This design comes from an exercise in tuning for small area and a short achievable clock period on the open sky130 flow, not from production work. Only simulation tests tie the RTL to the original design; equivalence was not proved. Power is estimated from default activity; no workload was simulated.

`design.v`:
```
package systolic_pkg;
    localparam int ARRAY_SIZE = 4;
    localparam int OPERAND_W  = 8;
    localparam int PRODUCT_W  = 16;
    localparam int DIGIT_W = 5;
    localparam logic [15:0] ACC_INIT = 16'h0AC0;
    localparam int DONE_AT = 16;    
endpackage
`timescale 1ns/1ps
module booth_recoder (
    input  logic       clk,
    input  logic       act,
    input  logic       hi,
    input  logic [7:0] b,
    output logic [4:0] dl,    
    output logic [4:0] dh     
);
    function automatic logic [4:0] encode(input logic [2:0] g, input logic en);
        logic one, two, neg;
        one = g[1] ^ g[0];
        two = (g[2] & ~g[1] & ~g[0]) | (~g[2] & g[1] & g[0]);
        neg = g[2];
        encode = en ? {~neg, one | two, neg, two, one} : 5'b0;
    endfunction
    logic [2:0] gl, gh;
    assign gh = hi ? b[7:5] : b[3:1];
    assign gl = hi ? b[5:3] : {b[1:0], 1'b0};
    always_ff @(posedge clk) begin
        dl <= encode(gl, act);
        dh <= encode(gh, act);
    end
endmodule
`timescale 1ns/1ps
module booth_multiplier (
    input  logic [7:0] a,
    input  logic [4:0] d,     
    output logic [8:0] row
);
    logic [8:0] a2;
    assign a2 = {a, 1'b0};
    for (genvar k = 0; k < 8; k++) begin : g_bit
        assign row[k] = ((d[0] & a[k]) | (d[1] & a2[k])) ^ d[2];
    end
    assign row[8] = (d[3] & a[7]) ^ d[4];
endmodule
`timescale 1ns/1ps
module mac_cell (
    input  logic        clk,
    input  logic        keep,
    input  logic        shift,
    input  logic        init,
    input  logic [7:0]  a,
    input  logic [4:0]  dl,
    input  logic [4:0]  dh,
    output logic [15:0] acc
);
    localparam logic [15:0] K = systolic_pkg::ACC_INIT;
    logic [8:0]  rl, rh;
    logic [15:0] f, s, c, sum;
    logic [19:0] acc_sh;
    logic [11:0] cy;       
    logic [3:0]  cs;       
    logic [3:0]  cin;
    logic [16:0] rip;
    logic [3:0]  cout;
    booth_multiplier u_rl (.a(a), .d(dl), .row(rl));
    booth_multiplier u_rh (.a(a), .d(dh), .row(rh));
    assign acc_sh = {acc, 4'b0};
    for (genvar k = 0; k < 16; k++) begin : g_fb
        assign f[k] = (keep & acc[k]) | (shift & acc_sh[k]) | (init & K[k]);
    end
    assign cin[0] = dl[2];
    assign cin[1] = keep & cs[1];
    assign cin[2] = (keep & cs[2]) | (shift & cs[1]);
    assign cin[3] = (keep & cs[3]) | (shift & cs[2]);
    assign s[1:0] = f[1:0];
    assign c[1:0] = rl[1:0];
    assign c[2]   = dh[2];
    assign cy[2:0] = '0;
    for (genvar k = 2; k <= 8; k++) begin : g_csa
        assign s[k]    = f[k] ^ rl[k] ^ rh[k-2];
        assign cy[k+1] = (f[k] & rl[k]) | (f[k] & rh[k-2]) | (rl[k] & rh[k-2]);
    end
    assign c[8:3] = cy[8:3];
    assign s[9]   = f[9] ^ rh[7];
    assign cy[10] = f[9] & rh[7];
    assign s[10]  = f[10] ^ rh[8];
    assign cy[11] = f[10] & rh[8];
    assign c[11:9] = cy[11:9];
    assign c[15:12] = '0;
    assign s[15:11] = f[15:11];
    for (genvar b = 0; b < 4; b++) begin : g_cpa
        logic [3:0] p, g;
        logic [4:0] cc;
        assign p = s[4*b +: 4] ^ c[4*b +: 4];
        assign g = s[4*b +: 4] & c[4*b +: 4];
        assign cc[0] = cin[b];
        assign cc[1] = g[0] | (p[0] & cin[b]);
        assign cc[2] = g[1] | (p[1] & g[0]) | (p[1] & p[0] & cin[b]);
        assign cc[3] = g[2] | (p[2] & g[1]) | (p[2] & p[1] & g[0]) | (p[2] & p[1] & p[0] & cin[b]);
        assign cc[4] = g[3] | (p[3] & g[2]) | (p[3] & p[2] & g[1]) | (p[3] & p[2] & p[1] & g[0])
                     | (p[3] & p[2] & p[1] & p[0] & cin[b]);
        assign sum[4*b +: 4] = p ^ cc[3:0];
        assign rip[4*b+4] = cc[4];
    end
    assign rip[0] = 1'b0;
    assign cout = {rip[12], rip[8], rip[4], 1'b0};
    always_ff @(posedge clk) begin
        acc <= sum;
        cs  <= cout;
    end
endmodule
`timescale 1ns/1ps
module array_ctrl (
    input  logic       clk,
    input  logic       rst,
    output logic [3:0] load,       
    output logic       act_next,   
    output logic       hi_next,    
    output logic       keep,       
    output logic       shift,      
    output logic       init,       
    output logic       done
);
    logic [4:0] count;
    always_ff @(posedge clk or negedge rst) begin
        if (!rst) begin
            count <= '0;
            done  <= 1'b0;
        end else begin
            if (count != systolic_pkg::DONE_AT) count <= count + 1'b1;
            if (count == systolic_pkg::DONE_AT) done <= 1'b1;
        end
    end
    for (genvar n = 0; n < 4; n++) begin : g_load
        assign load[n] = (count <= n + 4);
    end
    assign act_next = (count >= 4) && (count <= 11);
    assign hi_next  = (count <= 7);
    always_ff @(posedge clk) begin
        init  <= (count == 4);
        shift <= (count == 8);
        keep  <= (count != 4) && (count != 8);
    end
endmodule
`timescale 1ns/1ps
module systolic_array (
    input  logic           clk,
    input  logic           rst,
    input  logic [31:0]    a_lanes,
    input  logic [31:0]    b_lanes,
    output logic [255:0]   c,
    output logic           done
);
    localparam int N = systolic_pkg::ARRAY_SIZE;
    logic [3:0]  load;
    logic        act_next, hi_next, keep, shift, init;
    logic [7:0]  ra [N][4];
    logic [3:0]  rb_lo [N][4];
    logic [3:0]  rb_hi [N][3];
    logic [7:0]  a_tap [N];
    logic [4:0]  dl [N];
    logic [4:0]  dh [N];
    array_ctrl u_ctrl (
        .clk      (clk),
        .rst      (rst),
        .load     (load),
        .act_next (act_next),
        .hi_next  (hi_next),
        .keep     (keep),
        .shift    (shift),
        .init     (init),
        .done     (done)
    );
    for (genvar n = 0; n < N; n++) begin : g_lane
        always_ff @(posedge clk) begin
            ra[n][0] <= load[n] ? a_lanes[8*n +: 8] : ra[n][3];
            for (int k = 1; k < 4; k++) ra[n][k] <= ra[n][k-1];
        end
        assign a_tap[n] = ra[n][3-n];
        logic [3:0] lo_in;
        logic [7:0] b_rd;
        assign lo_in = load[n] ? b_lanes[8*n +: 4] : rb_lo[n][3];
        always_ff @(posedge clk) begin
            rb_lo[n][0] <= lo_in;
            for (int k = 1; k < 4; k++) rb_lo[n][k] <= rb_lo[n][k-1];
        end
        if (n == 3) begin : g_rd_in
            assign b_rd = {b_lanes[8*n+4 +: 4], lo_in};
        end else begin : g_rd_ring
            always_ff @(posedge clk) begin
                rb_hi[n][0] <= b_lanes[8*n+4 +: 4];
                for (int k = 1; k <= 2 - n; k++) rb_hi[n][k] <= rb_hi[n][k-1];
            end
            assign b_rd = {rb_hi[n][2-n], rb_lo[n][2-n]};
        end
        booth_recoder u_rec (
            .clk (clk),
            .act (act_next),
            .hi  (hi_next),
            .b   (b_rd),
            .dl  (dl[n]),
            .dh  (dh[n])
        );
    end
    for (genvar i = 0; i < N; i++) begin : g_row
        for (genvar j = 0; j < N; j++) begin : g_col
            mac_cell u_cell (
                .clk   (clk),
                .keep  (keep),
                .shift (shift),
                .init  (init),
                .a     (a_tap[i]),
                .dl    (dl[j]),
                .dh    (dh[j]),
                .acc   (c[16*(4*i+j) +: 16])
            );
        end
    end
endmodule
```
`flow/run.sh`:
```
#!/bin/bash
# The standard layout (standard.sh, unchanged synthesis and steps), except
# that the port buffers are plain buffers instead of the delay buffers
# buffer_ports picks by default. make's full output goes to standard_make.log.
set -euo pipefail
export BUFFER_PORTS_ARGS="-buffer_cell sky130_fd_sc_hd__buf_1"
bash standard.sh > standard_make.log 2>&1
```
`standard.sh`:
```
#!/bin/bash
# synth_recipe.tcl (not shown) runs the flow's synth.tcl, then flattens the netlist and writes it again
# the make line also repeats each setting of config.mk as NAME=value (left out here)
make -C /OpenROAD-flow-scripts/flow DESIGN_CONFIG=/design/flow/config.mk WORK_HOME=/design/flow/orfs CLKGATE_MAP_FILE= SYNTH_SCRIPT=/design/flow/synth_recipe.tcl "${@:-finish}"
```
`config.mk`:
```
export PLATFORM = sky130hd
export DESIGN_NAME = systolic_array
export DESIGN_NICKNAME = systolic_array
export VERILOG_FILES = /design/flow/design.v
export SDC_FILE = /design/flow/constraint.sdc
export NUM_CORES = 4
export LEC_CHECK = 0
export CAP_MARGIN = 20
export CORE_MARGIN = 2
export CORE_UTILIZATION = 40
export SETUP_SLACK_MARGIN = 2.8
export SLEW_MARGIN = 20
```
`constraint.sdc`:
```
create_clock -name core_clock -period 5.5 [get_ports {clk}]
set_input_delay 1.1000 -clock core_clock [delete_from_list [all_inputs] [get_ports {clk}]]
set_output_delay 1.1000 -clock core_clock [all_outputs]
set_load 0.01 [all_outputs]
```
==> key figures, run 1 <==
Drt
  – DR vias/cell: 5.43
  – Top Layer Used: met5
  – Violation count after the first detailed-routing iteration: 2112
  – Final ANT Viol Nets: 0
  – DR vias: about 25000
  – Met3 Routed Length: 8400 um
  – Wl on met1: 47500 um
  – WL final: 103000 um
  – DRC: 0
  – DR pass1 iterations: 5
  – Avg WL per Cell: 22.5 um
  – Met2 wire len: 44500 um

STA
  – Final worst slack: 2.85 ns
  – Final period utilization: 0.482
  – F_max: roughly 380 MHz
  – Max-slew violation count: 0
  – Clk_skew: 0.0320 ns
  – Setup TNS: 0 ns
  – Slew @ Worst Pin: slightly below 1 ns
  – Fin. Hold Viols: 0
  – Endpoints failing setup: 0
  – Slew HR: 0.329
  – RSZ-0062 raised after global routing: true
  – Minimum clock period: 2.65 ns

Worst setup path
  – Worst Setup End Kind: flip-flop
  – Crit path from: g_lane[0].u_rec.dl[1]$_SDFF_PN0_
  – Crit-path cells: buf_8 > a22oi_1 > xor2_1 > fa_1 > inv_1 > ha_1 > a41oi_1 > nand2_1 > a21oi_1 > xnor2_1
  – Reg-to-reg startpoint: g_lane[0].u_rec.dl[1]$_SDFF_PN0_
  – Critical path class: flip-flop to flip-flop
  – Slowest cell on crit path: fa_1
  – Critical path required time: 6.02 ns
  – Startpoint types: flip-flop
  – Worst EP arrival: around 3.2 ns
  – Worst-path fanout max: 28
  – Slowest stage delay, CP: 0.52 ns

Power
  – Max IR drop VDD: 0.000204 V
  – Pwr dens: 426 nW/um2
  – Leakage: 17.0 nW

CTS
  – CTS Hold Bufs: 0
  – Bufs on Longest Clock Path: 3
  – Clock Root Buffer: clkbuf_16
  – Clock sink total: around 570
  – CTS H-tree depth: 3
  – CTS tree: done
  – Clock-pin slew on the worst setup and hold paths: 0.06 ns
  – CTS buffer count: 67
  – Clock latency (worst-skew pair): 0.61 ns

Floorplanning
  – Starting Density: 0.402
  – Core area: 80000 um2
  – FP Rows: 104
  – Ports: 323
  – Chip Width: 288 um
  – Die area: 82700 um2
  – Die H: 288 um

Global routing
  – Initial antenna violation count: 8
  – Grt total ovfl: 0
  – Global-route wire length before repair: about 150000 um
  – Largest net degree at the start of global routing: 98
  – Tot GR Track Use: 0.236
  – Number of global-route vias before repair: between 20000 and 25000

Yosys
  – Async SR Flop Fraction: 0.0105
  – Synth warnings: 14
  – EDFF count, synth: 0
  – Mapped Area: 32200 um2
  – Count leader, synth: dfxtp_1
  – Netlist cell types: 62
  – Syn Nets: 3673
  – Post-synth top flop: dfxtp_1
  – Area leader, netlist: dfxtp_1
  – Synth top area cells: dfxtp_1 (35%), ha_1 (11%), fa_1 (9.0%)
  – Synth cell count leaders: dfxtp_1 (563), a22oi_1 (352), ha_1 (276)
  – Area share of the largest cell type after synthesis: 0.350
  – Syn_area_per_cell: 10.1 um2
  – Yosys reg bits: 569
  – Gate Count Post-Synth: 3187
  – Sequential fraction of the synthesis area: 0.355

Run
  – Max_cap viols: 0

Final layout
  – Reg area: 11600 um2
  – Layout area overhead: 17.7%
  – Fillcell total: 7485
  – Nets: 3948
  – Multi-input gate area: 18900 um2
  – Share of layout cells above drive strength 1: 0.108

Placement
  – Dpl hpwl: 69800 um
  – Place WS: 2.13 ns
  – IO Port Bufs: 322
  – Routability congestion estimate: 0.888

Hold path
  – Hold path startpoint: ra[8][3]$_DFF_P_
  – Hold Path Class: flip-flop to flip-flop

Run status
  – Run status: timing/DRC/antenna clean
==> per-layer routing <==
metal / GRT usage / vias to the layer above
li1: - / 11600
met1: 0.345 / 12100
met2: 0.351 / 951
met3: 0.0481 / 148
met4: 0.0620 / 14
met5: 0 / -
==> layout make-up <==
cell class | count | area share
Clock buffer | 91 | 0.0510
Inverter | 265 | 0.0263
Multi-Input combinational cell | 2109 | 0.499
Sequential cell | 569 | 0.306
Timing Repair Buffer | 450 | 0.0731
Clock inverter | 25 | 0.00912
Tap cell | 1060 | 0.0350
Antenna cell | 1 | 0.0000661
==> flip-flops by register name (all words and copies together), names as in the netlist <==
| name | cells |
|---|---|
| rb_hi | 24 |
| u_ctrl.keep | 1 |
| u_ctrl.init | 1 |
| g_lane.u_rec.dh | 20 |
| u_ctrl.shift | 1 |
| g_row.g_col.u_cell.cs | 48 |
| u_ctrl.count | 5 |
| u_ctrl.done | 1 |
| ra | 128 |
| g_row.g_col.u_cell.acc | 256 |
| rb_lo | 64 |
| g_lane.u_rec.dl | 20 |
==> cells by family (layout without fill, tap and decap cells) <==
logic type | Yosys count | count (layout) | synth area share
fa+ha+maj | 420 | 420 | 0.197
xor+xnor | 488 | 488 | 0.133
simple gates | 390 | 391 | 0.0598
mux | 53 | 53 | 0.0179
compound gates | 757 | 757 | 0.174
other cells | 0 | 1 | 0
buf+inv | 510 | 831 | 0.0632
flops | 569 | 569 | 0.355
==> placed cells by master, fill, tap and decap left out, types with 18 or more instances in the layout <==
master	instances
a21o_1	65
a21oi_1	84
a221o_1	48
a22o_1	32
a22oi_1	349
and2_1	49
buf_1	322
buf_4	72
buf_6	18
clkbuf_16	79
dfxtp_1	512
dfxtp_4	45
fa_1	142
ha_1	276
inv_1	265
mux2_2	37
nand2_1	218
nor2_1	33
o21ai_0	25
o21bai_1	32
xnor2_1	247
xor2_1	238
==> worst paths after layout <==
kind	endpoint	slack [ns]	depth (start not counted)
setup / recovery	g_row[3].g_col[0].u_cell.acc[7]$_DFF_P_	2.85	10
hold / removal	ra[9][3]$_DFF_P_	0.32	0
setup reg to reg	g_row[3].g_col[0].u_cell.acc[7]$_DFF_P_	2.85	10
hold reg to reg	ra[9][3]$_DFF_P_	0.32	0
max in group asynchronous	u_ctrl.count[1]$_DFFE_PN0P_	4.82	1
min in group asynchronous	u_ctrl.done$_DFFE_PN0N_	0.40	1
==> stage by stage <==
| step | hold slack (ns) | instances | total power, W | utilization | instance area, um2 |
|---|---|---|---|---|---|
| 2_1_floorplan | 0.310 | 3187 | 0.00938 | - | 32300 |
| 3_3_place_gp | 0.310 | 4372 | 0.0114 | 0.427 | 34100 |
| 3_5_place_dp | 0.312 | 4372 | 0.0115 | 0.427 | 34100 |
| 4_1_cts | 0.313 | 4527 | 0.0162 | 0.464 | 37100 |
| 5_1_grt | 0.325 | 4569 | 0.0171 | 0.473 | 37900 |
| 6_report | 0.316 | 4570 | 0.0161 | 0.473 | 37900 |
==> report_power, final <==
| part | switching, W | internal, W | total, W |
|---|---|---|---|
| sequential | 0.00140 | 0.00522 | 0.00662 |
| combinational | 0.00277 | 0.00212 | 0.00489 |
| clock | 0.00180 | 0.00284 | 0.00464 |
| total | 0.00596 | 0.0102 | 0.0161 |
==> critical path, delay by kind of cell, from the launching register on <==
family	cells	cell delay [ns]
AO/OA/AOI/OAI	3	0.67
XOR/XNOR	2	0.32
adder cells (fa/ha/maj)	2	0.86
buffers and inverters	2	0.30
flip-flops	1	0.34
AND/OR/NAND/NOR	1	0.08
==> timing repair <==
| item | CTS | global route |
|---|---|---|
| endpoints found under the setup margin | 173 | 75 |
| pin swaps | 0 | 4 |
| endpoints found under the hold margin | 0 | 0 |
| setup buffers | 36 | 34 |
| cloned | 3 | 8 |
| resized for setup | 105 | 50 |
==> inputs of run 2 (changes only) <==
--- a/config.mk
+++ b/config.mk
@@ -8,5 +8,7 @@
 export CAP_MARGIN = 20
 export CORE_MARGIN = 2
 export CORE_UTILIZATION = 40
+export CTS_CLUSTER_DIAMETER = 120
+export CTS_CLUSTER_SIZE = 22
 export SETUP_SLACK_MARGIN = 2.8
 export SLEW_MARGIN = 20
==> run 2 against run 1 <==
Compared with the run above:
- area after synthesis did not move
- first-iteration DRC count fell by 7.0%
- routed wire length fell by 2.1%
- global-route usage fell by 0.45 points
- via count fell by 1.9%
- sequential power barely moved
- sequential share of layout area rose by 1.4 points
- final area fell by 4.3%
- maximum frequency rose by 0.47%
- critical path type unchanged
- non-clock buffer count fell by 19
- cell count fell by 2.1%
==> key figures, run 2 <==
Yosys
  – EDFF count, synth: 0 (unchanged)
  – Synth cell count leaders: dfxtp_1 (563), a22oi_1 (352), ha_1 (276)
  – Yosys reg bits: 569 (unchanged)
  – Post-synth top flop: dfxtp_1
  – Syn Nets: 3673 (unchanged)
  – Async SR Flop Fraction: 0.0105 (unchanged)
  – Count leader, synth: dfxtp_1
  – Gate Count Post-Synth: 3187 (unchanged)
  – Area leader, netlist: dfxtp_1
  – Synth warnings: 14 (unchanged)
  – Mapped Area: 32200 um2 (unchanged)
  – Syn_area_per_cell: 10.1 um2 (unchanged)
  – Sequential fraction of the synthesis area: 0.355 (unchanged)
  – Area share of the largest cell type after synthesis: 0.350 (unchanged)
  – Netlist cell types: 62 (unchanged)
  – Synth top area cells: dfxtp_1 (35%), ha_1 (11%), fa_1 (9.0%)

CTS
  – Clock latency (worst-skew pair): 0.65 ns (+0.04 ns)
  – Clock-pin slew on the worst setup and hold paths: 0.10 ns (+0.04 ns)
  – Bufs on Longest Clock Path: 3 (unchanged)
  – Clock Root Buffer: clkbuf_16
  – CTS H-tree depth: 1 (-2)
  – CTS tree: done
  – Clock sink total: 569 (unchanged)
  – CTS buffer count: 30 (-55%)

Drt
  – Final ANT Viol Nets: 0 (unchanged)
  – WL final: 101000 um (-2.1%)
  – DR vias/cell: 5.44 (+0.20%)
  – Met2 wire len: 43100 um (-3.0%)
  – DR vias: 24400 (-1.9%)
  – Met3 Routed Length: 7550 um (-10%)
  – Top Layer Used: met5
  – Avg WL per Cell: 22.5 um (about the same)
  – Violation count after the first detailed-routing iteration: 1964 (-7.0%)
  – Wl on met1: 47500 um (about the same)
  – DRC: 0 (unchanged)
  – DR pass1 iterations: 7 (+2)

STA
  – Max-slew violation count: 0 (unchanged)
  – WHS: 0.298 ns (-0.0175 ns)
  – Final period utilization: 0.480 (-0.00223)
  – Slew @ Worst Pin: 1.02 ns (+0.0231 ns)
  – Final worst slack: 2.86 ns (+0.0123 ns)
  – RSZ-0062 raised after global routing: true
  – Slew HR: 0.314 (-0.0156)
  – Endpoints failing setup: 0 (unchanged)
  – F_max: 379 MHz (+0.47%)
  – Setup TNS: 0 ns (unchanged)
  – Clk_skew: 0.0232 ns (-0.00884 ns)
  – Minimum clock period: 2.64 ns (-0.0123 ns)
  – Fin. Hold Viols: 0 (unchanged)

Power
  – Leakage: 16.2 nW (-4.8%)
  – Pwr dens: 387 nW/um2 (-9.2%)
  – Max IR drop VDD: 0.000282 V (+38%)
  – Power, Total: 0.0140 W (-13%)

Worst setup path
  – Worst setup path endpoint: g_row[3].g_col[2].u_cell.acc[7]$_DFF_P_
  – Critical R2R Capture: g_row[3].g_col[2].u_cell.acc[7]$_DFF_P_
  – Startpoint types: flip-flop
  – Worst Setup End Kind: flip-flop
  – Reg-to-reg startpoint: u_ctrl.shift$_DFF_P_
  – Worst R2R Path Depth: 10 (unchanged)
  – Crit path from: u_ctrl.shift$_DFF_P_
  – Worst R2R Setup Slack: 2.86 ns (about the same)
  – Critical path required time: 6.08 ns (+0.06 ns)
  – Worst EP arrival: 3.22 ns (+0.05 ns)
  – Critical path class: flip-flop to flip-flop
  – Worst-path fanout max: 6 (-79%)

Final layout
  – Multi-input gate area: 18900 um2 (about the same)
  – Commonest non-fill, non-tap cell in the layout: dfxtp_1
  – Fin cells: 4476 (-2.1%)
  – Top flop regs: g_row.g_col.u_cell.acc: 256 flops, ra: 128 flops, rb_lo: 64 flops
  – Commonest cells after routing, fill and taps aside: dfxtp_1 (513), a22oi_1 (351), buf_1 (322)
  – Layout area overhead: 12.7%
  – Biggest register: g_row.g_col.u_cell.acc
  – Largest register FFs: 256 (unchanged)
  – Reg area: 11600 um2 (about the same)
  – Nets: 3892 (-1.4%)
  – Fillcell total: 7646 (+2.2%)
  – Share of layout cells above drive strength 1: 0.0856 (-0.0227)

Floorplanning
  – Core area: 80000 um2 (unchanged)
  – Chip Width: 288 um (unchanged)
  – Starting Density: 0.402 (unchanged)
  – Ports: 323 (unchanged)
  – Die area: 82700 um2 (unchanged)
  – FP Rows: 104 (unchanged)
  – Die H: 288 um (unchanged)

Global routing
  – Largest net degree at the start of global routing: 98 (unchanged)
  – Global-route wire length before repair: 146000 um (-1.4%)
  – Number of global-route vias before repair: 22500 (-2.6%)
  – Initial antenna violation count: 9 (+1)
  – Grt total ovfl: 0 (unchanged)
  – Tot GR Track Use: 0.231 (-0.00446)

Placement
  – IO Port Bufs: 322 (unchanged)
  – Placed Cells: 4372 (unchanged)
  – Routability congestion estimate: 0.888 (unchanged)
  – Dpl hpwl: 69800 um (unchanged)
  – Place WS: 2.13 ns (unchanged)

Hold path
  – Hold Path Class: flip-flop to flip-flop

Run status
  – Run status: timing/DRC/antenna clean

Run
  – Max_cap viols: 0 (unchanged)
[run 2: cell counts after synthesis]
No cell type changed its count.
[run 2: layout make-up]
| type | instances | share of cell area |
|---|---|---|
| multi-input combinational | 2109 | 0.522 |
| sequential | 569 | 0.320 |
| timing repair buffer | 431 | 0.0704 |
| tap | 1060 | 0.0366 |
| inverter | 265 | 0.0274 |
| clock buffer | 35 | 0.0218 |
| clock inverter | 4 | 0.00214 |
| antenna | 3 | 0.000207 |
[run 2: logic make-up after synthesis]
kind of cell | after synthesis | share of synthesized area
adder cells (fa/ha/maj) | 420 | 0.197
AO/OA/AOI/OAI | 757 | 0.174
AND/OR/NAND/NOR | 390 | 0.0598
flip-flops | 569 | 0.355
XOR/XNOR | 488 | 0.133
multiplexers | 53 | 0.0179
buffers and inverters | 510 | 0.0632
[run 2: through the flow]
stage          utilization  cell area, um2
2_1_floorplan            -           32300
3_3_place_gp         0.427           34100
3_5_place_dp         0.427           34100
4_1_cts              0.446           35700
5_1_grt              0.453           36300
6_report             0.453           36300
[run 2: how the worst min path moves through the flow]
stage                             end              start  cells after the start
global placement     ra[2][7]$_DFF_P_   ra[1][7]$_DFF_P_                      0
detailed placement  ra[14][0]$_DFF_P_  ra[13][0]$_DFF_P_                      0
global route         ra[9][5]$_DFF_P_   ra[8][5]$_DFF_P_                      0
CTS                  ra[9][5]$_DFF_P_   ra[8][5]$_DFF_P_                      0
floorplan           ra[11][0]$_DFF_P_  ra[10][0]$_DFF_P_                      0
finish               ra[9][5]$_DFF_P_   ra[8][5]$_DFF_P_                      0
[run 2: report_power, final]
part           internal (W)  switching [W]
logic               0.00213        0.00277
clock network       0.00111        0.00143
registers           0.00521        0.00139
[run 2: per-layer routing]
| metal | up-vias | track usage |
|---|---|---|
| met5 | - | 0 |
| met3 | 111 | 0.0386 |
| met4 | 12 | 0.0538 |
| li1 | 11400 | - |
| met1 | 12000 | 0.347 |
| met2 | 843 | 0.343 |
[run 2: critical path, cell delays in order (launching register included)]
cell      delay (ns)
dfxtp_4         0.51
clkbuf_4        0.26
buf_4           0.18
a22oi_1         0.11
fa_1            0.54
inv_1           0.07
ha_1            0.28
a41oi_2         0.22
nand2_1         0.10
a21oi_2         0.17
xnor2_1         0.13
[run 2: repair_timing]
action	CTS	global route
hold buffers	0	0
gates resized for setup	96	59
buffers inserted	30	25
cloned	3	4
endpoints found under the setup margin	174	81
pin swaps	0	4
==> inputs of run 3 (changes only) <==
--- a/config.mk
+++ b/config.mk
@@ -7,8 +7,10 @@
 export LEC_CHECK = 0
 export CAP_MARGIN = 20
 export CORE_MARGIN = 2
-export CORE_UTILIZATION = 40
+export CORE_UTILIZATION = 60
 export CTS_CLUSTER_DIAMETER = 120
 export CTS_CLUSTER_SIZE = 22
-export SETUP_SLACK_MARGIN = 2.8
+export PLACE_DENSITY = 0.75
+export SETUP_SLACK_MARGIN = 2.9
 export SLEW_MARGIN = 20
+export TNS_END_PERCENT = 5
==> run 3 against run 2 <==
Compared with the run above:
- synthesized cell count unchanged
- sequential power about the same
- clock skew rose by 0.024 ns
- via count grew 6.6%
- routed wire length grew 0.44%
- global-route usage rose by 11 points
- final area down 0.43%
- largest power group unchanged
==> key figures, run 3 <==
Power
  – Leakage: 16.2 nW (+0.23%)
  – Max IR drop VDD: 0.000238 V (-16%)
  – Pwr dens: 387 nW/um2 (about the same)

Drt
  – DR vias/cell: 6.33 (+16%)
  – DRC: 0 (unchanged)
  – Violation count after the first detailed-routing iteration: 3364 (+71%)
  – WL final: 101000 um (+0.44%)
  – DR vias: 26000 (+6.6%)
  – Avg WL per Cell: 24.7 um (+9.5%)
  – DR pass1 iterations: 6 (-1)
  – Final ANT Viol Nets: 0 (unchanged)

CTS
  – CTS H-tree depth: 1 (unchanged)
  – Clock-pin slew on the worst setup and hold paths: 0.10 ns (about the same)
  – CTS tree: done
  – Clock sink total: 569 (unchanged)
  – Bufs on Longest Clock Path: 3 (unchanged)
  – Clock Root Buffer: clkbuf_16
  – CTS buffer count: 29 (-3.3%)
  – CTS Hold Bufs: 0 (unchanged)
  – Clock latency (worst-skew pair): 0.64 ns (about the same)

Yosys
  – Yosys reg bits: 569 (unchanged)
  – Area share of the largest cell type after synthesis: 0.350 (unchanged)
  – Async SR Flop Fraction: 0.0105 (unchanged)
  – Netlist cell types: 62 (unchanged)
  – Post-synth top flop: dfxtp_1
  – Synth cell count leaders: dfxtp_1 (563), a22oi_1 (352), ha_1 (276)
  – Syn_area_per_cell: 10.1 um2 (unchanged)
  – Syn Nets: 3673 (unchanged)
  – Mapped Area: 32200 um2 (unchanged)
  – Synth top area cells: dfxtp_1 (35%), ha_1 (11%), fa_1 (9.0%)
  – Area leader, netlist: dfxtp_1
  – Synth warnings: 14 (unchanged)
  – Count leader, synth: dfxtp_1
  – Sequential fraction of the synthesis area: 0.355 (unchanged)
  – Gate Count Post-Synth: 3187 (unchanged)
  – EDFF count, synth: 0 (unchanged)

STA
  – Final period utilization: 0.482 (+0.00175)
  – Minimum clock period: 2.65 ns (+0.00961 ns)
  – Slew @ Worst Pin: 0.890 ns (-0.125 ns)
  – F_max: 378 MHz (-0.36%)
  – RSZ-0062 raised after global routing: true
  – Fin. Hold Viols: 0 (unchanged)
  – Clk_skew: 0.0469 ns (+0.0237 ns)
  – Slew HR: 0.398 (+0.0847)
  – Setup TNS: 0 ns (unchanged)
  – WHS: 0.313 ns (+0.0145 ns)
  – Max-slew violation count: 0 (unchanged)
  – Endpoints failing setup: 0 (unchanged)

Floorplanning
  – FP Rows: 84 (-19%)
  – Core area: 52800 um2 (-34%)
  – Die H: 236 um (-18%)
  – Die area: 55500 um2 (-33%)
  – Ports: 323 (unchanged)
  – Chip Width: 236 um (-18%)
  – Starting Density: 0.610 (+0.208)

Placement
  – IO Port Bufs: 322 (unchanged)
  – Routability congestion estimate: 0.939 (+5.8%)
  – Dpl hpwl: 68000 um (-2.6%)

Global routing
  – Grt total ovfl: 0 (unchanged)
  – Largest net degree at the start of global routing: 69 (-30%)
  – Tot GR Track Use: 0.345 (+0.114)
  – Global-route wire length before repair: 149000 um (+2.4%)
  – Number of global-route vias before repair: 25000 (+11%)
  – Met3 Resource Use GR: 0.105 (+0.0660)
  – Met1 usage: 0.480 (+0.133)
  – Initial antenna violation count: 1 (-8)
  – Met2 layer usage reported by global route: 0.508 (+0.165)
  – GRT busiest layer: met2

Final layout
  – Commonest non-fill, non-tap cell in the layout: dfxtp_1
  – Largest register FFs: 256 (unchanged)
  – Nets: 3898 (+0.15%)
  – Share of layout cells above drive strength 1: 0.0960 (+0.0105)
  – Top flop regs: g_row.g_col.u_cell.acc: 256 flops, ra: 128 flops, rb_lo: 64 flops
  – Layout area overhead: 12.2%
  – Commonest cells after routing, fill and taps aside: dfxtp_1 (509), a22oi_1 (333), buf_1 (322)
  – Biggest register: g_row.g_col.u_cell.acc

Worst setup path
  – WP buf/inv: 2 (-1)
  – Slowest cell on crit path: dfxtp_4
  – Crit-path cells: buf_16 > a22oi_1 > fa_1 > inv_1 > ha_1 > a41oi_2 > nand2_1 > a21oi_2 > o21bai_1
  – CP top delay family: adder cells
  – Worst EP arrival: 3.17 ns (-0.05 ns)
  – Critical path class: flip-flop to flip-flop
  – Worst Setup End Kind: flip-flop
  – Slowest stage delay, CP: 0.59 ns (+0.05 ns)
  – Startpoint types: flip-flop
  – Worst-path fanout max: 19 (+13)
  – Critical path required time: 6.02 ns (-0.06 ns)

Run
  – Max_cap viols: 0 (unchanged)

Hold path
  – Hold Path Class: flip-flop to flip-flop

Run status
  – Run status: timing/DRC/antenna clean
[run 3: through the flow]
| stage | utilization | instance area (um2) | cells | setup WS [ns] | power, W |
|---|---|---|---|---|---|
| after floorplan | - | 32600 | 3187 | 2.89 | 0.00949 |
| after global placement | 0.641 | 33800 | 3988 | 2.33 | 0.0113 |
| after detailed placement | 0.641 | 33800 | 3988 | 2.23 | 0.0116 |
| after CTS | 0.669 | 35300 | 4055 | 2.78 | 0.0139 |
| after global routing | 0.684 | 36100 | 4103 | 2.79 | 0.0147 |
| final | 0.684 | 36100 | 4104 | 2.85 | 0.0140 |
[run 3: area by class of cell]
type                    instances  area (um2)
repair buffers                438        2780
clock inverters                 2        25.0
diodes                          1        2.50
flip-flops and latches        569       11600
well taps                     688         861
clock buffers                  32         737
multi-input cells            2109       19100
inverters                     265         995
fillers                      4001       16700
[run 3: logic make-up (layout without fill, tap and decap cells)]
family	Yosys count	after routing	share of synthesized area
AOI/OAI and AO/OA	757	757	0.174
DFF	569	569	0.355
buffers and inverters	510	737	0.0632
xor gates and xnor gates	488	488	0.133
adders and majority gates	420	420	0.197
and+or+nand+nor	390	391	0.0598
muxes	53	53	0.0179
other	0	1	0
[run 3: worst paths after layout]
kind	start	endpoint	slack [ns]	depth (start not counted)
worst min register to register	ra[8][6]$_DFF_P_	ra[9][6]$_DFF_P_	0.31	0
max in group asynchronous	rst	u_ctrl.count[1]$_DFFE_PN0P_	4.89	1
worst min-delay path	ra[8][6]$_DFF_P_	ra[9][6]$_DFF_P_	0.31	0
min in group asynchronous	rst	u_ctrl.done$_DFFE_PN0N_	0.35	1
worst max register to register	u_ctrl.shift$_DFF_P_	g_row[1].g_col[0].u_cell.cs[2]$_DFF_P_	2.85	9
worst max-delay path	u_ctrl.shift$_DFF_P_	g_row[1].g_col[0].u_cell.cs[2]$_DFF_P_	2.85	9
[run 3: power breakdown]
part           leakage [nW]  total (W)  internal [W]  switching (W)
combinational          11.0    0.00508       0.00219        0.00289
sequential             4.81    0.00659       0.00521        0.00138
clock                 0.375    0.00232      0.000958        0.00136
total                  16.2     0.0140       0.00836        0.00563
[run 3: layer usage]
metal	vias up	part of all wire
li1	11400	-
met1	12700	0.40
met2	1635	0.42
met3	269	0.13
met4	6	0.044
met5	-	0.00039
[run 3: timing repair]
| item | in CTS | in global routing |
|---|---|---|
| buffers inserted | 29 | 41 |
| cloned | 4 | 7 |
| setup endpoints to repair | 192 | 103 |
| pin swaps | 0 | 8 |
| resized for setup | 77 | 78 |
| hold endpoints to repair | 0 | 0 |
==> inputs of run 4 (changes only) <==
--- a/config.mk
+++ b/config.mk
@@ -10,7 +10,7 @@
 export CORE_UTILIZATION = 60
 export CTS_CLUSTER_DIAMETER = 120
 export CTS_CLUSTER_SIZE = 22
+export GPL_ROUTABILITY_DRIVEN = 0
 export PLACE_DENSITY = 0.75
 export SETUP_SLACK_MARGIN = 2.9
 export SLEW_MARGIN = 20
-export TNS_END_PERCENT = 5
==> run 4 against run 3 <==
Compared with the run above:
- sequential power about the same
- first-iteration DRC count up 5.3%
- utilization up 0.58 points
- critical path depth increased by 1
- cell count hardly changed
- clock skew down 0.0010 ns
- global-route usage decreased by 0.31 points
- die area is the same
==> key figures, run 4 <==
Floorplanning
  – Die area: 55500 um2 (unchanged)
  – Ports: 323 (unchanged)
  – FP Rows: 84 (unchanged)
  – Starting Density: 0.610 (unchanged)
  – Chip Width: 236 um (unchanged)
  – Die H: 236 um (unchanged)
  – Core area: 52800 um2 (unchanged)

CTS
  – Bufs on Longest Clock Path: 3 (unchanged)
  – Clock Root Buffer: clkbuf_16
  – Clock latency (worst-skew pair): 0.65 ns (about the same)
  – CTS Hold Bufs: 0 (unchanged)
  – CTS H-tree depth: 1 (unchanged)
  – CTS tree: done
  – CTS buffer count: 29 (unchanged)
  – Clock-pin slew on the worst setup and hold paths: 0.10 ns (about the same)
  – Clock sink total: 569 (unchanged)

Yosys
  – Synth warnings: 14 (unchanged)
  – Gate Count Post-Synth: 3187 (unchanged)
  – Syn_area_per_cell: 10.1 um2 (unchanged)
  – Yosys reg bits: 569 (unchanged)
  – Area share of the largest cell type after synthesis: 0.350 (unchanged)
  – Synth top area cells: dfxtp_1 (35%), ha_1 (11%), fa_1 (9.0%)
  – Netlist cell types: 62 (unchanged)
  – Count leader, synth: dfxtp_1
  – Sequential fraction of the synthesis area: 0.355 (unchanged)
  – Syn Nets: 3673 (unchanged)
  – Post-synth top flop: dfxtp_1
  – Synth cell count leaders: dfxtp_1 (563), a22oi_1 (352), ha_1 (276)
  – Area leader, netlist: dfxtp_1
  – Async SR Flop Fraction: 0.0105 (unchanged)
  – Mapped Area: 32200 um2 (unchanged)
  – EDFF count, synth: 0 (unchanged)

Final layout
  – Final instance area: 36400 um2 (+0.85%)
  – Largest register FFs: 256 (unchanged)
  – Commonest cells after routing, fill and taps aside: dfxtp_1 (506), buf_1 (322), a22oi_1 (313)
  – N_diodes: 0 (-1)
  – Layout area overhead: 13.2%
  – Nets: 3903 (+0.13%)
  – Top flop regs: g_row.g_col.u_cell.acc: 256 flops, ra: 128 flops, rb_lo: 64 flops
  – Fillcell total: 3885 (-2.9%)
  – Biggest register: g_row.g_col.u_cell.acc
  – Reg area: 11600 um2 (+0.27%)
  – Share of layout cells above drive strength 1: 0.108 (+0.0122)
  – Commonest non-fill, non-tap cell in the layout: dfxtp_1
  – Multi-input gate area: 19200 um2 (+0.73%)

Drt
  – DR vias/cell: 6.35 (+0.36%)
  – Violation count after the first detailed-routing iteration: 3543 (+5.3%)
  – Final ANT Viol Nets: 0 (unchanged)
  – Avg WL per Cell: 25.0 um (+1.6%)
  – DR pass1 iterations: 7 (+1)
  – DR vias: 26100 (+0.44%)
  – WL final: 103000 um (+1.6%)
  – DRC: 0 (unchanged)

Global routing
  – GRT busiest layer: met2
  – Grt total ovfl: 0 (unchanged)
  – Met3 Resource Use GR: 0.0911 (-0.0135)
  – Met1 usage: 0.472 (-0.00825)
  – Largest net degree at the start of global routing: 103 (+49%)
  – Global-route wire length before repair: 148000 um (-0.81%)
  – Met2 layer usage reported by global route: 0.510 (+0.00233)
  – Tot GR Track Use: 0.342 (-0.00314)
  – Number of global-route vias before repair: 24800 (-0.51%)
  – Initial antenna violation count: 1 (unchanged)

Worst setup path
  – Worst Setup End Kind: flip-flop
  – Critical path required time: 6.02 ns (about the same)
  – Critical path class: flip-flop to flip-flop
  – Startpoint types: flip-flop
  – Worst EP arrival: 3.15 ns (-0.02 ns)
  – Worst-path fanout max: 8 (-11)

STA
  – Max-slew violation count: 0 (unchanged)
  – Final worst slack: 2.87 ns (+0.0175 ns)
  – Setup TNS: 0 ns (unchanged)
  – Slew @ Worst Pin: 0.920 ns (+0.0304 ns)
  – Minimum clock period: 2.63 ns (-0.0175 ns)
  – Final period utilization: 0.478 (-0.00318)
  – F_max: 380 MHz (+0.67%)
  – RSZ-0062 raised after global routing: true
  – Slew HR: 0.386 (-0.0126)
  – Clk_skew: 0.0459 ns (-0.00102 ns)
  – Fin. Hold Viols: 0 (unchanged)
  – Endpoints failing setup: 0 (unchanged)

Run status
  – Run status: timing/DRC/antenna clean

Power
  – Max IR drop VDD: 0.000339 V (+42%)
  – Pwr dens: 386 nW/um2 (-0.42%)
  – Leakage: 16.3 nW (+0.26%)

Run
  – Max_cap viols: 0 (unchanged)

Placement
  – IO Port Bufs: 322 (unchanged)
  – Dpl hpwl: 67100 um (-1.3%)
  – Place WS: 2.06 ns (-0.170 ns)
  – Cell Area, Placed: 33800 um2 (about the same)

Hold path
  – Hold Path Class: flip-flop to flip-flop
-- run 4: changes by cell type in the layout (fill, tap and decap cells not counted), sizes merged --
cell and change:
buf +1, clkbuf +5, diode -1, bufbuf -2
-- run 4: layer usage --
layer | wire [um] | part of all wire
met5 | 11 | 0.00011
met4 | 6100 | 0.059
met3 | 13700 | 0.13
met2 | 42900 | 0.42
met1 | 40200 | 0.39
-- run 4: logic make-up (layout without fill, tap and decap cells) --
| group | after synthesis | in the layout | share of synthesized area |
|---|---|---|---|
| and+or+nand+nor | 390 | 391 | 0.0598 |
| adders and majority gates | 420 | 420 | 0.197 |
| buffers and inverters | 510 | 741 | 0.0632 |
| AOI/OAI and AO/OA | 757 | 757 | 0.174 |
| muxes | 53 | 53 | 0.0179 |
| xor gates and xnor gates | 488 | 488 | 0.133 |
| DFF | 569 | 569 | 0.355 |
-- run 4: path summary, 6_finish.rpt --
path / start / endpoint / slack [ns] / cells after the start
max reg2reg: g_lane[3].u_rec.dh[0]$_SDFF_PN0_ / g_row[3].g_col[3].u_cell.cs[2]$_DFF_P_ / 2.87 / 10
max in group asynchronous: rst / u_ctrl.count[2]$_DFFE_PN0P_ / 4.92 / 1
min in group asynchronous: rst / u_ctrl.done$_DFFE_PN0N_ / 0.34 / 1
min reg2reg: ra[2][1]$_DFF_P_ / ra[3][1]$_DFF_P_ / 0.31 / 0
min: ra[2][1]$_DFF_P_ / ra[3][1]$_DFF_P_ / 0.31 / 0
max: g_lane[3].u_rec.dh[0]$_SDFF_PN0_ / g_row[3].g_col[3].u_cell.cs[2]$_DFF_P_ / 2.87 / 10
-- run 4: where the power goes --
| group | switching (W) | internal [W] | total [W] | leakage, nW |
|---|---|---|---|---|
| registers | 0.00137 | 0.00521 | 0.00658 | 4.82 |
| clock network | 0.00138 | 0.000954 | 0.00233 | 0.373 |
| logic | 0.00291 | 0.00222 | 0.00514 | 11.1 |
| total | 0.00567 | 0.00838 | 0.0140 | 16.3 |
-- run 4: metrics by stage --
step / std cells / hold slack, ns / total power (W) / utilization
3_5_place_dp: 3984 / 0.312 / 0.0116 / 0.641
3_3_place_gp: 3984 / 0.310 / 0.0113 / 0.641
4_1_cts: 4063 / 0.311 / 0.0139 / 0.672
6_report: 4107 / 0.313 / 0.0141 / 0.690
5_1_grt: 4107 / 0.313 / 0.0148 / 0.690
2_1_floorplan: 3187 / 0.310 / 0.00949 / -
-- run 4: layout make-up --
class                   instances  share of cell area
flip-flops and latches        569               0.319
well taps                     688              0.0236
clock buffers                  31              0.0201
repair buffers                443              0.0804
multi-input cells            2109               0.529
clock inverters                 2            0.000687
inverters                     265              0.0273
-- run 4: timing repair --
item | in CTS | in global routing
endpoints found under the setup margin | 206 | 87
resized for setup | 115 | 105
pin swaps | 0 | 26
cloned | 2 | 13
buffers inserted | 44 | 31
-- run 4: worst max-delay path: stages, from the launching register on --
cell and delay (ns):
dfxtp_4 0.40, buf_12 0.16, a22oi_1 0.29, xor2_1 0.26, fa_1 0.48, inv_1 0.10, ha_1 0.24, a41oi_2 0.21
nand2_1 0.10, a21oi_2 0.18, o21bai_1 0.09
==> inputs of run 5 (changes only) <==
--- a/config.mk
+++ b/config.mk
@@ -10,7 +10,6 @@
 export CORE_UTILIZATION = 60
 export CTS_CLUSTER_DIAMETER = 120
 export CTS_CLUSTER_SIZE = 22
-export GPL_ROUTABILITY_DRIVEN = 0
 export PLACE_DENSITY = 0.75
 export SETUP_SLACK_MARGIN = 2.9
 export SLEW_MARGIN = 20
==> run 5 against run 4 <==
Compared with the run above:
- worst hold slack got worse by 0.021 ns
- clock skew fell by 0.0023 ns
- sequential share of layout area rose by 0.083 points
- area after synthesis did not move
- total power fell by 0.21%
- register-to-register slack improved by 0.06 ns
- cell count rose by 0.29%
- sequential power barely moved
- combinational power barely moved
- still clean
- routed wire length fell by 2.1%
- setup slack improved by 0.061 ns
- flip-flop and latch count did not move
==> key figures, run 5 <==
Run status
  – Run status: timing/DRC/antenna clean

Final layout
  – Commonest non-fill, non-tap cell in the layout: dfxtp_1
  – Reg area: 11600 um2 (unchanged)
  – N_diodes: 0 (unchanged)
  – Layout area overhead: 12.9%
  – Commonest cells after routing, fill and taps aside: dfxtp_1 (506), buf_1 (322), a22oi_1 (317)
  – Share of layout cells above drive strength 1: 0.110 (+0.00195)
  – Largest register FFs: 256 (unchanged)
  – Nets: 3914 (+0.28%)
  – Layout Utilization: 0.688 (-0.00178)
  – Top flop regs: g_row.g_col.u_cell.acc: 256 flops, ra: 128 flops, rb_lo: 64 flops
  – Fillcell total: 4050 (+4.2%)
  – Biggest register: g_row.g_col.u_cell.acc
  – Multi-input gate area: 19200 um2 (-0.20%)

Yosys
  – Count leader, synth: dfxtp_1
  – Post-Synth Adder-Cell Area: 0.197 (unchanged)
  – Largest family of logic cells by synthesized area: adder cells
  – EDFF count, synth: 0 (unchanged)
  – Mapped Area: 32200 um2 (unchanged)
  – Syn Nets: 3673 (unchanged)
  – Yosys reg bits: 569 (unchanged)
  – Complex-gate fraction of the synthesized area: 0.174 (unchanged)
  – Netlist cell types: 62 (unchanged)
  – Gate Count Post-Synth: 3187 (unchanged)
  – Mux contribution to synthesized area: 0.0179 (unchanged)
  – Synth cell count leaders: dfxtp_1 (563), a22oi_1 (352), ha_1 (276)
  – Simple-Gate Fraction of Synth Area: 0.0598 (unchanged)
  – Synth warnings: 14 (unchanged)
  – Synth top area cells: dfxtp_1 (35%), ha_1 (11%), fa_1 (9.0%)
  – Xor/xnor share of the synthesized area: 0.133 (unchanged)
  – Async SR Flop Fraction: 0.0105 (unchanged)
  – Area leader, netlist: dfxtp_1
  – Sequential fraction of the synthesis area: 0.355 (unchanged)
  – Post-synth top flop: dfxtp_1
  – Syn_area_per_cell: 10.1 um2 (unchanged)
  – Area share of the largest cell type after synthesis: 0.350 (unchanged)

Worst setup path
  – Critical path required time: 6.08 ns (+0.06 ns)
  – Critical path class: flip-flop to flip-flop
  – Worst Setup End Kind: flip-flop
  – Crit. path cell count: 8 (-2)
  – Startpoint types: flip-flop
  – Crit-path cells: buf_8 > buf_12 > a221o_1 > fa_2 > ha_1 > a21o_1 > a21oi_1 > xnor2_1
  – CP top delay family: adder cells
  – Worst-path fanout max: 20 (+12)
  – WP buf/inv: 2 (unchanged)
  – Slowest stage delay, CP: 0.47 ns (about the same)
  – Slowest cell on crit path: fa_2
  – Worst EP arrival: 3.15 ns (about the same)
  – Worst R2R Path Depth: 8 (-2)

CTS
  – CTS buffer count: 29 (unchanged)
  – Clock-pin slew on the worst setup and hold paths: 0.10 ns (about the same)
  – Bufs on Longest Clock Path: 3 (unchanged)
  – CTS tree: done
  – CTS H-tree depth: 1 (unchanged)
  – Clock sink total: 569 (unchanged)
  – Clock latency (worst-skew pair): 0.65 ns (about the same)
  – CTS Hold Bufs: 0 (unchanged)
  – Clock Root Buffer: clkbuf_16

Global routing
  – Tot GR Track Use: 0.341 (-0.00160)
  – Largest net degree at the start of global routing: 54 (-48%)
  – Global-route wire length before repair: 147000 um (-0.82%)
  – Grt total ovfl: 0 (unchanged)
  – Number of global-route vias before repair: 24600 (-0.95%)
  – Initial antenna violation count: 1 (unchanged)

Drt
  – DR vias/cell: 6.28 (-1.1%)
  – Violation count after the first detailed-routing iteration: 3063 (-14%)
  – WL final: 101000 um (-2.1%)
  – Final ANT Viol Nets: 0 (unchanged)
  – DRC: 0 (unchanged)
  – DR pass1 iterations: 6 (-1)
  – DR vias: 25900 (-0.77%)
  – Avg WL per Cell: 24.5 um (-2.3%)

Hold path
  – Hold Path Class: flip-flop to flip-flop
  – Hold depth: 0 (unchanged)

Power
  – NetSw: 0.00563 W (-0.66%)
  – Pint: 0.00839 W (about the same)
  – Leakage: 16.3 nW (about the same)
  – Sw Ratio: 0.401 (-0.00181)
  – Max IR drop VDD: 0.000282 V (-17%)
  – Pwr dens: 386 nW/um2 (about the same)
  – Sequential share of power: 0.469 (about the same)
  – Clock network power share: 0.166 (about the same)
  – Combinational Power Share: 0.365 (about the same)

Floorplanning
  – Starting Density: 0.610 (unchanged)
  – Die H: 236 um (unchanged)
  – FP Rows: 84 (unchanged)
  – Ports: 323 (unchanged)
  – Die area: 55500 um2 (unchanged)
  – Chip Width: 236 um (unchanged)
  – Core area: 52800 um2 (unchanged)

STA
  – Slew @ Worst Pin: 1.09 ns (+0.172 ns)
  – Clk_skew: 0.0435 ns (-0.00233 ns)
  – Final period utilization: 0.467 (-0.0111)
  – Setup TNS: 0 ns (unchanged)
  – Minimum clock period: 2.57 ns (-0.0608 ns)
  – Max-slew violation count: 0 (unchanged)
  – RSZ-0062 raised after global routing: true
  – Endpoints failing setup: 0 (unchanged)
  – Fin. Hold Viols: 0 (unchanged)
  – Slew HR: 0.262 (-0.124)
  – F_max: 389 MHz (+2.4%)

Placement
  – Routability congestion estimate: 0.942
  – Dpl hpwl: 67600 um (+0.69%)
  – IO Port Bufs: 322 (unchanged)

Run
  – Max_cap viols: 0 (unchanged)
[run 5: cell counts after synthesis]
Identical to the previous run, type by type.
[run 5: power groups by stage]
| stage | sequential (W) | clock, W | combinational [W] |
|---|---|---|---|
| 2_1_floorplan | 0.00643 | 0 | 0.00306 |
| 3_3_place_gp | 0.00656 | 0 | 0.00473 |
| 3_5_place_dp | 0.00660 | 0 | 0.00498 |
| 4_1_cts | 0.00649 | 0.00235 | 0.00502 |
| 5_1_grt | 0.00663 | 0.00249 | 0.00561 |
| 6_report | 0.00658 | 0.00233 | 0.00512 |
[run 5: worst paths after layout]
kind	from	slack, ns	end
setup / recovery	u_ctrl.keep$_DFF_P_	2.93	g_row[0].g_col[3].u_cell.acc[10]$_DFF_P_
max in group asynchronous	rst	4.93	u_ctrl.count[1]$_DFFE_PN0P_
hold / removal	ra[8][5]$_DFF_P_	0.29	ra[9][5]$_DFF_P_
hold reg to reg	ra[8][5]$_DFF_P_	0.29	ra[9][5]$_DFF_P_
min in group asynchronous	rst	0.34	u_ctrl.done$_DFFE_PN0N_
setup reg to reg	u_ctrl.keep$_DFF_P_	2.93	g_row[0].g_col[3].u_cell.acc[10]$_DFF_P_
[run 5: through the flow]
stage          area (um2)  instances  total power, W  hold WS (ns)  setup WS [ns]
2_1_floorplan       32600       3187         0.00949         0.310           2.90
3_3_place_gp        33800       3987          0.0113         0.310           2.28
3_5_place_dp        33800       3987          0.0116         0.312           2.16
4_1_cts             35500       4076          0.0139         0.302           2.90
5_1_grt             36300       4119          0.0147         0.303           2.81
6_report            36300       4119          0.0140         0.293           2.93
[run 5: timing repair]
| item | in CTS | in global routing |
|---|---|---|
| pin swaps | 0 | 30 |
| gates resized for setup | 105 | 104 |
| buffers inserted | 53 | 35 |
| gates cloned | 2 | 8 |
| setup endpoints to repair | 204 | 87 |
[run 5: final cells by class]
type                            count  share of cell area
Tap cell                          688              0.0237
Clock buffer                       32              0.0203
Multi-Input combinational cell   2109               0.529
Clock inverter                      2            0.000689
Timing Repair Buffer              454              0.0789
Sequential cell                   569               0.320
Inverter                          265              0.0274
[run 5: logic make-up after synthesis]
| logic type | after synthesis |
|---|---|
| AOI/OAI and AO/OA | 757 |
| xor gates and xnor gates | 488 |
| adders and majority gates | 420 |
| buffers and inverters | 510 |
| DFF | 569 |
| muxes | 53 |
| and+or+nand+nor | 390 |
[run 5: metal layers]
metal,routed length (um),global-route usage,part of all wire
met1,41000,0.473,0.41
met4,4800,0.129,0.048
met3,11700,0.0809,0.12
met2,43300,0.515,0.43
met5,11,0,0.00011
==> inputs of run 6 (changes only) <==
==> flow/run.sh (replaced) <==
#!/bin/bash
# The standard layout (standard.sh, unchanged synthesis and steps), except
# that the port buffers are plain buffers instead of the delay buffers
# buffer_ports picks by default. make's full output goes to standard_make.log.
set -euo pipefail
export BUFFER_PORTS_ARGS="-buffer_cell sky130_fd_sc_hd__buf_2"
bash standard.sh > standard_make.log 2>&1
==> run 6 against run 5 <==
Compared with the run above:
- routed wire length up 3.1%
- first-iteration DRC count down 3.2%
- count of clock-buffer cells in the layout up 1
- via count up 1.1%
- flip-flop and latch count unchanged
- cell count up 0.22%
- setup slack worse by 0.055 ns
- critical endpoint is now g_row[2].g_col[0].u_cell.cs[2]$_DFF_P_
==> key figures, run 6 <==
Run status
  – Run status: timing/DRC/antenna clean

Power
  – Sequential share of power: 0.459 (-0.010)
  – Sw Ratio: 0.395 (-0.00669)
  – Clock network power share: 0.162 (-0.004)
  – Pint: 0.00865 W (+3.1%)
  – Pwr dens: 385 nW/um2 (-0.15%)
  – Combinational Power Share: 0.379 (+0.014)
  – NetSw: 0.00564 W (+0.26%)
  – Leakage: 17.3 nW (+6.1%)
  – Max IR drop VDD: 0.000247 V (-12%)

Yosys
  – Async SR Flop Fraction: 0.0105 (unchanged)
  – Synth top area cells: dfxtp_1 (35%), ha_1 (11%), fa_1 (9.0%)
  – Count leader, synth: dfxtp_1
  – Syn_area_per_cell: 10.1 um2 (unchanged)
  – EDFF count, synth: 0 (unchanged)
  – Mapped Area: 32200 um2 (unchanged)
  – Sequential fraction of the synthesis area: 0.355 (unchanged)
  – Post-synth top flop: dfxtp_1
  – Area share of the largest cell type after synthesis: 0.350 (unchanged)
  – Netlist cell types: 62 (unchanged)
  – Area leader, netlist: dfxtp_1
  – Synth warnings: 14 (unchanged)
  – Gate Count Post-Synth: 3187 (unchanged)
  – Syn Nets: 3673 (unchanged)
  – Synth cell count leaders: dfxtp_1 (563), a22oi_1 (352), ha_1 (276)
  – Yosys reg bits: 569 (unchanged)

Worst setup path
  – Worst EP arrival: 3.12 ns (-0.03 ns)
  – Critical path class: flip-flop to flip-flop
  – Critical path required time: 6.00 ns (-0.08 ns)
  – Worst Setup End Kind: flip-flop
  – Worst-path fanout max: 6 (-70%)
  – Worst R2R Path Depth: 10 (+2)
  – Crit path from: u_ctrl.shift$_DFF_P_
  – Reg-to-reg startpoint: u_ctrl.shift$_DFF_P_
  – Startpoint types: flip-flop

Floorplanning
  – Starting Density: 0.610 (unchanged)
  – FP Rows: 84 (unchanged)
  – Die H: 236 um (unchanged)
  – Ports: 323 (unchanged)
  – Die area: 55500 um2 (unchanged)
  – Chip Width: 236 um (unchanged)
  – Core area: 52800 um2 (unchanged)

STA
  – Final period utilization: 0.477 (+0.00999)
  – RSZ-0062 raised after global routing: true
  – Setup TNS: 0 ns (unchanged)
  – Clk_skew: 0.0397 ns (-0.00385 ns)
  – Endpoints failing setup: 0 (unchanged)
  – WHS: 0.284 ns (-0.00850 ns)
  – Minimum clock period: 2.63 ns (+0.0550 ns)
  – Fin. Hold Viols: 0 (unchanged)
  – Max-slew violation count: 0 (unchanged)
  – Slew @ Worst Pin: 0.877 ns (-0.215 ns)
  – Slew HR: 0.415 (+0.153)
  – F_max: 381 MHz (-2.1%)

Global routing
  – Grt total ovfl: 0 (unchanged)
  – Global-route wire length before repair: 147000 um (+0.10%)
  – Met3 Resource Use GR: 0.0974 (+0.0165)
  – Tot GR Track Use: 0.342 (+0.00151)
  – Initial antenna violation count: 1 (unchanged)
  – Number of global-route vias before repair: 24900 (+1.1%)
  – Met1 usage: 0.469 (-0.00459)
  – Met2 layer usage reported by global route: 0.499 (-0.0161)
  – GRT busiest layer: met2
  – Largest net degree at the start of global routing: 68 (+26%)

CTS
  – Clock Root Buffer: clkbuf_16
  – Clock-pin slew on the worst setup and hold paths: 0.10 ns (about the same)
  – Clock sink total: 569 (unchanged)
  – CTS tree: done
  – CTS buffer count: 29 (unchanged)
  – Clock latency (worst-skew pair): 0.64 ns (about the same)
  – CTS H-tree depth: 1 (unchanged)
  – Bufs on Longest Clock Path: 3 (unchanged)
  – CTS Hold Bufs: 0 (unchanged)

Placement
  – Placed Cells: 3985 (-0.050%)
  – Dpl hpwl: 68300 um (+1.0%)
  – IO Port Bufs: 322 (unchanged)
  – Routability congestion estimate: 0.917 (-2.7%)

Final layout
  – Layout area overhead: 15.3%
  – Commonest non-fill, non-tap cell in the layout: dfxtp_1
  – Commonest cells after routing, fill and taps aside: dfxtp_1 (505), buf_2 (322), a22oi_1 (309)
  – Share of layout cells above drive strength 1: 0.211 (+0.101)
  – Top flop regs: g_row.g_col.u_cell.acc: 256 flops, ra: 128 flops, rb_lo: 64 flops
  – Fillcell total: 3911 (-3.4%)
  – Biggest register: g_row.g_col.u_cell.acc
  – Nets: 3923 (+0.23%)
  – N_diodes: 0 (unchanged)
  – Largest register FFs: 256 (unchanged)
  – Fin cells: 4128 (+0.22%)

Drt
  – Avg WL per Cell: 25.2 um (+2.9%)
  – DRC: 0 (unchanged)
  – DR pass1 iterations: 6 (unchanged)
  – Final ANT Viol Nets: 0 (unchanged)
  – WL final: 104000 um (+3.1%)
  – Violation count after the first detailed-routing iteration: 2966 (-3.2%)
  – DR vias: 26100 (+1.1%)
  – DR vias/cell: 6.33 (+0.83%)

Hold path
  – Hold Path Class: input pin to async pin

Run
  – Max_cap viols: 0 (unchanged)
run 6: cell types whose count changed in the layout (fill, tap and decap cells not counted), sizes merged:
cell and change:
buf +2, clkbuf +8, inv -1
run 6: path summary, 6_finish.rpt:
check	end	slack (ns)
worst min register to register	ra[3][3]$_DFF_P_	0.32
worst max-delay path	g_row[2].g_col[0].u_cell.cs[2]$_DFF_P_	2.87
worst max register to register	g_row[2].g_col[0].u_cell.cs[2]$_DFF_P_	2.87
worst min-delay path	u_ctrl.count[1]$_DFFE_PN0P_	0.28
min in group core_clock	ra[3][3]$_DFF_P_	0.32
max in group asynchronous	u_ctrl.count[3]$_DFFE_PN0P_	5.07
run 6: final cells by class:
cell class,instances,area (um2),area share
Sequential cell,569,11600,0.314
Clock buffer,33,741,0.0200
Tap cell,688,861,0.0232
Multi-Input combinational cell,2109,19300,0.521
Clock inverter,1,5.00,0.000135
Timing Repair Buffer,463,3540,0.0954
Inverter,265,995,0.0268
run 6: power by group through the flow:
stage               registers (W)  clock network [W]  logic [W]
floorplan                 0.00643                  0    0.00306
global placement          0.00654                  0    0.00501
detailed placement        0.00656                  0    0.00527
CTS                       0.00646            0.00233    0.00531
global route              0.00662            0.00247    0.00592
finish                    0.00656            0.00231    0.00542
run 6: worst max-delay path: stages, from the launching register on:
cell      delay [ns]
dfxtp_4         0.43
buf_6           0.17
buf_12          0.15
a22oi_1         0.28
fa_1            0.48
inv_1           0.07
ha_2            0.30
a41oi_2         0.22
nand2_1         0.10
a21oi_2         0.20
o21bai_1        0.10
run 6: what timing repair did:
| item | 4_1_cts | 5_1_grt |
|---|---|---|
| gates cloned | 2 | 15 |
| endpoints found under the setup margin | 198 | 103 |
| buffers inserted | 48 | 44 |
| pin swaps | 0 | 41 |
| gates resized for setup | 109 | 129 |
run 6: cells by family after synthesis:
logic type	count (synthesis)	share of synthesized area
AO/OA/AOI/OAI	757	0.174
XOR/XNOR	488	0.133
adder cells (fa/ha/maj)	420	0.197
buffers and inverters	510	0.0632
flip-flops	569	0.355
multiplexers	53	0.0179
AND/OR/NAND/NOR	390	0.0598
run 6: stage by stage:
stage / total power, W / utilization / area [um2] / setup slack (ns)
finish: 0.0143 / 0.703 / 37100 / 2.87
global placement: 0.0116 / 0.649 / 34200 / 2.20
detailed placement: 0.0118 / 0.649 / 34200 / 2.09
floorplan: 0.00949 / - / 32600 / 2.90
CTS: 0.0141 / 0.680 / 35900 / 2.83
global route: 0.0150 / 0.703 / 37100 / 2.78
run 6: routing by layer:
| metal | up-vias | share of wire |
|---|---|---|
| li1 | 11400 | - |
| met1 | 12700 | 0.40 |
| met2 | 1670 | 0.42 |
| met3 | 328 | 0.13 |
| met4 | 4 | 0.059 |
| met5 | - | 0.00064 |
==> inputs of run 7 (changes only) <==
==> flow/run.sh (replaced) <==
#!/bin/bash
# The standard layout (standard.sh, unchanged synthesis and steps), except
# that the port buffers are plain buffers instead of the delay buffers
# buffer_ports picks by default. make's full output goes to standard_make.log.
set -euo pipefail
export BUFFER_PORTS_ARGS="-buffer_cell sky130_fd_sc_hd__buf_1"
bash standard.sh > standard_make.log 2>&1
--- a/config.mk
+++ b/config.mk
@@ -7,9 +7,9 @@
 export LEC_CHECK = 0
 export CAP_MARGIN = 20
 export CORE_MARGIN = 2
-export CORE_UTILIZATION = 60
+export CORE_UTILIZATION = 70
 export CTS_CLUSTER_DIAMETER = 120
 export CTS_CLUSTER_SIZE = 22
-export PLACE_DENSITY = 0.75
+export PLACE_DENSITY = 0.85
 export SETUP_SLACK_MARGIN = 2.9
 export SLEW_MARGIN = 20
==> run 7 against run 6 <==
Compared with the run above:
- area after synthesis unchanged
- utilization grew 10 points
- sequential power rose by 0.9%
- maximum frequency is 8.6% lower
- routed wire length grew 2.1%
- sequential share of layout area rose by 0.52 points
- first-iteration DRC count is 25% higher
- global-route usage grew 6.7 points
- critical path depth stayed put
- cell count shrank 2.4%
- critical path type unchanged
- highest routed layer unchanged
==> key figures, run 7 <==
Yosys
  – Syn Nets: 3673 (unchanged)
  – EDFF count, synth: 0 (unchanged)
  – Gate Count Post-Synth: 3187 (unchanged)
  – Syn_area_per_cell: 10.1 um2 (unchanged)
  – Sequential fraction of the synthesis area: 0.355 (unchanged)
  – Yosys reg bits: 569 (unchanged)
  – Post-synth top flop: dfxtp_1
  – Synth top area cells: dfxtp_1 (35%), ha_1 (11%), fa_1 (9.0%)
  – Synth cell count leaders: dfxtp_1 (563), a22oi_1 (352), ha_1 (276)
  – Mapped Area: 32200 um2 (unchanged)
  – Synth warnings: 14 (unchanged)
  – Netlist cell types: 62 (unchanged)
  – Count leader, synth: dfxtp_1
  – Area leader, netlist: dfxtp_1

Floorplanning
  – Chip Width: 218 um (-7.3%)
  – Starting Density: 0.709 (+0.0992)
  – FP Rows: 78 (-7.1%)
  – Ports: 323 (unchanged)
  – Die H: 218 um (-7.3%)

STA
  – Endpoints failing setup: 0 (unchanged)
  – Minimum clock period: 2.87 ns (+0.245 ns)
  – Max-slew violation count: 0 (unchanged)
  – F_max: 348 MHz (-8.6%)
  – Slew @ Worst Pin: 0.940 ns (+0.0631 ns)
  – Final worst slack: 2.63 ns (-0.245 ns)
  – Slew HR: 0.373 (-0.0421)
  – Final period utilization: 0.522 (+0.0446)
  – RSZ-0062 raised after global routing: true
  – Fin. Hold Viols: 0 (unchanged)
  – Setup TNS: 0 ns (unchanged)

Worst setup path
  – Crit path from: g_lane[0].u_rec.dh[0]$_SDFF_PN0_
  – Critical R2R Capture: g_row[2].g_col[0].u_cell.cs[2]$_DFF_P_
  – Worst-path fanout max: 16 (+10)
  – Worst R2R Setup Slack: 2.63 ns (-0.25 ns)
  – Worst Setup End Kind: flip-flop
  – Reg-to-reg startpoint: g_lane[0].u_rec.dh[0]$_SDFF_PN0_
  – Worst R2R Path Depth: 10 (unchanged)
  – Critical path required time: 6.01 ns (about the same)
  – Startpoint types: flip-flop

Final layout
  – Commonest non-fill, non-tap cell in the layout: dfxtp_1
  – Fillcell total: 2740 (-30%)
  – Final instance area: 36400 um2 (-1.8%)
  – Top flop regs: g_row.g_col.u_cell.acc: 256 flops, ra: 128 flops, rb_lo: 64 flops
  – Layout area overhead: 13.2%
  – Fin cells: 4029 (-2.4%)
  – Largest register FFs: 256 (unchanged)
  – Commonest cells after routing, fill and taps aside: dfxtp_1 (506), buf_1 (322), a22oi_1 (317)

Drt
  – Avg WL per Cell: 26.3 um (+4.6%)
  – DR pass1 iterations: 10 (+4)
  – Top Layer Used: met5
  – Met2 wire len: 43400 um (+0.32%)
  – DRC: 0 (unchanged)
  – DR vias/cell: 6.73 (+6.2%)
  – WL final: 106000 um (+2.1%)

Global routing
  – Initial antenna violation count: 2 (+1)
  – Global-route wire length before repair: 149000 um (+1.7%)
  – Tot GR Track Use: 0.409 (+0.0667)
  – Grt total ovfl: 0 (unchanged)

Power
  – Leakage: 16.3 nW (-5.5%)
  – Pwr dens: 391 nW/um2 (+1.3%)
  – Max IR drop VDD: 0.000325 V (+31%)

Run status
  – Run status: timing/DRC/antenna clean

CTS
  – Clock-pin slew on the worst setup and hold paths: 0.11 ns (about the same)
  – Clock latency (worst-skew pair): 0.66 ns (+0.02 ns)
  – CTS H-tree depth: 1 (unchanged)
  – CTS tree: done

Placement
  – Dpl hpwl: 66200 um (-3.1%)
  – IO Port Bufs: 322 (unchanged)
  – Routability congestion estimate: 0.945 (+3.1%)
  – Cell Area, Placed: 33700 um2 (-1.5%)

Run
  – Max_cap viols: 0 (unchanged)
run 7: kinds of logic (layout without fill, tap and decap cells):
| family | Yosys count | after routing | share of synthesized area |
|---|---|---|---|
| buf+inv | 510 | 749 | 0.0632 |
| simple gates | 390 | 391 | 0.0598 |
| xor+xnor | 488 | 488 | 0.133 |
| other cells | 0 | 2 | 0 |
| fa+ha+maj | 420 | 420 | 0.197 |
| compound gates | 757 | 757 | 0.174 |
| mux | 53 | 53 | 0.0179 |
| flops | 569 | 569 | 0.355 |
run 7: how the worst max path moves through the flow:
stage,end,slack (ns),cells past startpoint
global placement,g_row[3].g_col[2].u_cell.acc[7]$_DFF_P_,2.22,10
floorplan,g_row[1].g_col[2].u_cell.acc[7]$_DFF_P_,2.90,13
CTS,g_row[3].g_col[3].u_cell.acc[7]$_DFF_P_,2.87,9
global route,g_row[2].g_col[0].u_cell.cs[2]$_DFF_P_,2.67,10
detailed placement,g_row[3].g_col[2].u_cell.acc[7]$_DFF_P_,2.09,10
finish,g_row[2].g_col[0].u_cell.cs[2]$_DFF_P_,2.63,10
run 7: through the flow:
| stage | util | hold WS, ns |
|---|---|---|
| floorplan | - | 0.310 |
| global placement | 0.743 | 0.310 |
| detailed placement | 0.743 | 0.312 |
| CTS | 0.782 | 0.314 |
| global route | 0.802 | 0.315 |
| finish | 0.803 | 0.303 |
run 7: power breakdown:
group	switching (W)	internal (W)	total (W)
logic	0.00300	0.00227	0.00527
clock network	0.00139	0.000948	0.00234
registers	0.00141	0.00521	0.00662
run 7: critical path, cell delays in order (launching register included):
cell and delay (ns):
dfxtp_4 0.38, buf_6 0.17, a22oi_1 0.25, xor2_1 0.15, fa_1 0.65, inv_1 0.11, ha_1 0.31, a41oi_2 0.29
nand2_1 0.12, a21oi_2 0.19, o21bai_1 0.10
run 7: area by class of cell:
| class | count | area, um2 | share of cell area |
|---|---|---|---|
| Antenna cell | 2 | 5.00 | 0.000137 |
| Clock buffer | 31 | 733 | 0.0201 |
| Clock inverter | 2 | 13.8 | 0.000378 |
| Inverter | 265 | 995 | 0.0273 |
| Multi-Input combinational cell | 2109 | 19300 | 0.529 |
| Sequential cell | 569 | 11600 | 0.319 |
| Tap cell | 600 | 751 | 0.0206 |
| Timing Repair Buffer | 451 | 3040 | 0.0834 |
run 7: metal layers:
metal	vias to the layer above	track usage
met5	-	0
met4	2	0.221
met1	12900	0.549
met3	588	0.121
li1	11400	-
met2	2198	0.592
run 7: repair_timing:
item / CTS / global route
hold endpoints to repair: 0 / 0
gates cloned: 7 / 9
endpoints found under the setup margin: 236 / 101
hold buffers: 0 / 0
resized for setup: 117 / 114
buffers inserted: 43 / 37
pin swaps: 3 / 50
